Background: an optimization exercise with open tools, aiming at small area. Do not read the settings as production practice. Only simulation tests tie the RTL to the original design; equivalence was not proved. Power and IR drop assume default switching activity.

onyx:
// pmsm_top
module pmsm_top (
  input  logic                     sys_clk_i,
  input  logic                     reset_i,
  input  pmsm_pkg::phase_current_t current_set_i,   
  input  pmsm_pkg::pi_gain_t       gains_i,
  input  logic                     adc_a_sdata_i,   
  input  logic                     adc_a_ocd_n_i,
  output logic                     adc_a_sclk_o,
  output logic                     adc_a_cs_n_o,
  input  logic                     adc_b_sdata_i,   
  input  logic                     adc_b_ocd_n_i,
  output logic                     adc_b_sclk_o,
  output logic                     adc_b_cs_n_o,
  input  logic                     drv_nfault_i,    
  output logic                     drv_enable_o,
  output pmsm_pkg::gate_drive_t    gate_o,
  output logic                     brake_o,
  output logic                     fault_o,
  output pmsm_pkg::phase_duty_t    duty_o           
);
export LEC_CHECK = 0
export CAP_MARGIN = 20
export CORE_MARGIN = 2
export CORE_UTILIZATION = 70
export SLEW_MARGIN = 20
create_clock -name core_clock -period 14.0 [get_ports {sys_clk_i}]
standard.sh (not shown) runs the stock make flow with config.mk's settings and CLKGATE_MAP_FILE= SYNTH_SCRIPT=/design/flow/synth_recipe.tcl, a recipe that flattens the netlist after the stock synthesis.
==> flow/flow/run.sh <==
#!/bin/bash
# The standard layout (standard synthesis unchanged), with two changes:
#  - port buffers are sky130_fd_sc_hd__buf_1 instead of the resizer's pick;
#  - the clock tree uses small clock buffers and no dummy load cells.
# make's full output goes to flow_make.log; each step's own log stays under orfs/logs.
set -euo pipefail
export BUFFER_PORTS_ARGS="-buffer_cell sky130_fd_sc_hd__buf_1"
export CTS_ARGS="-sink_clustering_enable -repair_clock_nets -buf_list {sky130_fd_sc_hd__clkbuf_4} -dont_use_dummy_load"
bash standard.sh > flow_make.log 2>&1
Input changes introduced in willow (baseline for comparison: onyx):
Settings: CTS_BUF_LIST newly set to sky130_fd_sc_hd__clkbuf_8; CTS_CLUSTER_SIZE newly set to 30; CTS_CLUSTER_DIAMETER newly set to 100.
==> flow/run.sh (new file) <==
#!/bin/bash
# synth_recipe.tcl (not shown) runs the flow's synth.tcl, then flattens the netlist and writes it again
# the make line also repeats each setting of config.mk as NAME=value (left out here)
make -C /OpenROAD-flow-scripts/flow DESIGN_CONFIG=/design/flow/config.mk WORK_HOME=/design/flow/orfs CLKGATE_MAP_FILE= SYNTH_SCRIPT=/design/flow/synth_recipe.tcl finish
removed: flow/flow/run.sh
removed: flow/standard.sh
==> results.txt <==
- Looking only at ratio of final minimum period to clock period, and setting everything else aside, the higher value of willow and onyx goes to willow.
- The final reports for willow and onyx show share of power burned in registers lower in the former.
- Relative to onyx, the final cell area reported for willow is higher.
- Taking onyx as the reference point, the number of clock buffers in the layout of willow rises by 1.
- Between onyx and willow, the flow reports detailed-route via count increasing slightly.
- willow vs onyx: global-route usage up in willow
- Power: willow draws more than onyx

========
JK:
pmsm_top again, from the RTL that the note above started with.
export LEC_CHECK = 0
export CAP_MARGIN = 20
export CORE_MARGIN = 2
export CORE_UTILIZATION = 70
export SLEW_MARGIN = 20
create_clock -name core_clock -period 14.0 [get_ports {sys_clk_i}]
==> flow/flow/run.sh <==
#!/bin/bash
# The standard layout with three changes:
#  - synthesis is the standard one, but ABC maps for area (flow/abc_area.script
#    replaces the speed script in a copy of the ORFS scripts); registers are
#    mapped before ABC runs, so they are the standard synthesis's;
#  - port buffers are sky130_fd_sc_hd__buf_1;
#  - the clock tree uses small clock buffers and no dummy load cells.
# Each make run's full output goes to its own log here; each step's log stays under orfs/logs.
set -euo pipefail
here=$(pwd)
rm -rf "$here/scripts_area"
cp -r "$FLOW_HOME/scripts" "$here/scripts_area"
cp "$here/flow/abc_area.script" "$here/scripts_area/abc_speed.script"
SCRIPTS_DIR="$here/scripts_area" bash standard.sh synth > flow_synth.log 2>&1
export BUFFER_PORTS_ARGS="-buffer_cell sky130_fd_sc_hd__buf_1"
export CTS_ARGS="-sink_clustering_enable -repair_clock_nets -root_buf sky130_fd_sc_hd__clkbuf_8 -buf_list {sky130_fd_sc_hd__clkbuf_4} -dont_use_dummy_load"
bash standard.sh > flow_make.log 2>&1
==> flow/flow/abc_area.script <==
strash
&get -n
&deepsyn -T 30
&put
dch -f
amap
topo
Edits applied to the flow inputs when going from JK to MS:
==> flow/flow/run.sh <==
#!/bin/bash
# The standard layout (standard synthesis unchanged), with two changes:
#  - port buffers are sky130_fd_sc_hd__buf_1 instead of the resizer's pick;
#  - the clock tree uses small clock buffers and no dummy load cells.
# make's full output goes to flow_make.log; each step's own log stays under orfs/logs.
set -euo pipefail
export BUFFER_PORTS_ARGS="-buffer_cell sky130_fd_sc_hd__buf_1"
export CTS_ARGS="-sink_clustering_enable -repair_clock_nets -buf_list {sky130_fd_sc_hd__clkbuf_4 sky130_fd_sc_hd__clkbuf_8} -dont_use_dummy_load"
bash standard.sh > flow_make.log 2>&1
removed: flow/flow/abc_area.script
Results
Global-route wire length before repair: MS vs JK up about 8%. When MS is measured against JK, its worst slack at placement turns out 510 ps higher. Per the comparison of MS with JK, multi-input logic cell count now sits higher, clock share of power rose 3.7 points, highest attainable clock frequency now larger, setup slack picked up an extra 1110 ps, buffers plus inverters on the worst setup path went down 3.

========
07-08:
Another version of the RTL of pmsm_top (not shown whole).
Size in the first run: roughly 1100 cells after synthesis, about 120 I/O pins, roughly 8800 um^2 of cells after synthesis.
## pmsm_top
module pmsm_top (
  input  logic                     sys_clk_i,
  input  logic                     reset_i,
  input  pmsm_pkg::phase_current_t current_set_i,   
  input  pmsm_pkg::pi_gain_t       gains_i,
  input  logic                     adc_a_sdata_i,   
  input  logic                     adc_a_ocd_n_i,
  output logic                     adc_a_sclk_o,
  output logic                     adc_a_cs_n_o,
  input  logic                     adc_b_sdata_i,   
  input  logic                     adc_b_ocd_n_i,
  output logic                     adc_b_sclk_o,
  output logic                     adc_b_cs_n_o,
  input  logic                     drv_nfault_i,    
  output logic                     drv_enable_o,
  output pmsm_pkg::gate_drive_t    gate_o,
  output logic                     brake_o,
  output logic                     fault_o,
  output pmsm_pkg::phase_duty_t    duty_o           
);
Settings: LEC_CHECK=0, CAP_MARGIN=20, CORE_MARGIN=2, CORE_UTILIZATION=40, SLEW_MARGIN=20; clock period 14.0 ns.
run.sh (not shown) runs the stock make flow with config.mk's settings and CLKGATE_MAP_FILE= SYNTH_SCRIPT=/design/flow/synth_recipe.tcl, a recipe that flattens the netlist after the stock synthesis.
Stock flow here: none of the scripts above is used.
--- input diff 07-08..11-14 ---
- a change of CORE_UTILIZATION from 40 to 70
- an added CTS_BUF_LIST of sky130_fd_sc_hd__clkbuf_4 sky130_fd_sc_hd__clkbuf_8
## What came out
Relative to 07-08, the post-layout instance area of 11-14 is lower by 2.9%. 11-14 against 07-08: maximum frequency went down about 1.1%; sum of negative setup slack held; synthesized area held; time the worst path needs with I/O delays and setup went up 0.080 ns. Compare 07-08 and 11-14 | wire length of the first global-routing pass lower: 11-14. Re die area: 07-08 and 11-14 aren't equal, and the higher value belongs to 07-08. Higher global-route usage goes to 11-14 over 07-08. Looking at capturing element of the worst setup path, the acc[11] result is from 07-08; the acc[12] one comes from 11-14. Delta (11-14 minus 07-08): clock-buffer cell count picked up an extra 2; initial core utilization picked up an extra 32 points.

==> what the ideal ports hide <==
No port has a modelled driver above. Below, the same layouts with a new extraction and two added sets of constraints.
Step 1 sets driving cells, clkbuf_16 on the clock port and buf_2 on the other inputs (assumed; they add their load-dependent delay and slew).
Step 2 adds t to the input delays and takes it off the output delays; t is the mean of the earliest and latest rising clock arrival at the registers after step 1. Input paths then give back, and output paths get back, about the clock's delay inside the block.
Three values: ideal, step 1, step 2; two values: the first two.
run	t, ns	setup WS [ns]	hold WS [ns]	worst register clock-pin slew, ns
onyx	0.582	3.573 / 3.585 / 3.003	0.446 / 0.446 / 0.446	0.13 / 0.13
willow	0.502	3.043 / 3.056 / 2.555	0.457 / 0.457 / 0.457	0.09 / 0.09
JK	0.454	2.384 / 2.384 / 2.384	0.449 / 0.449 / 0.449	0.12 / 0.12
MS	0.478	3.497 / 3.512 / 3.034	0.443 / 0.443 / 0.443	0.08 / 0.08
07-08	0.465	6.733 / 6.759 / 6.294	0.449 / 0.449 / 0.449	0.07 / 0.07
11-14	0.486	6.653 / 6.658 / 6.172	0.457 / 0.457 / 0.457	0.09 / 0.09
After both steps setup and hold are still met in every run listed. For onyx, which loses most, drivers alone change the setup slack by +0.012 ns; drivers and shift together by -0.570 ns.
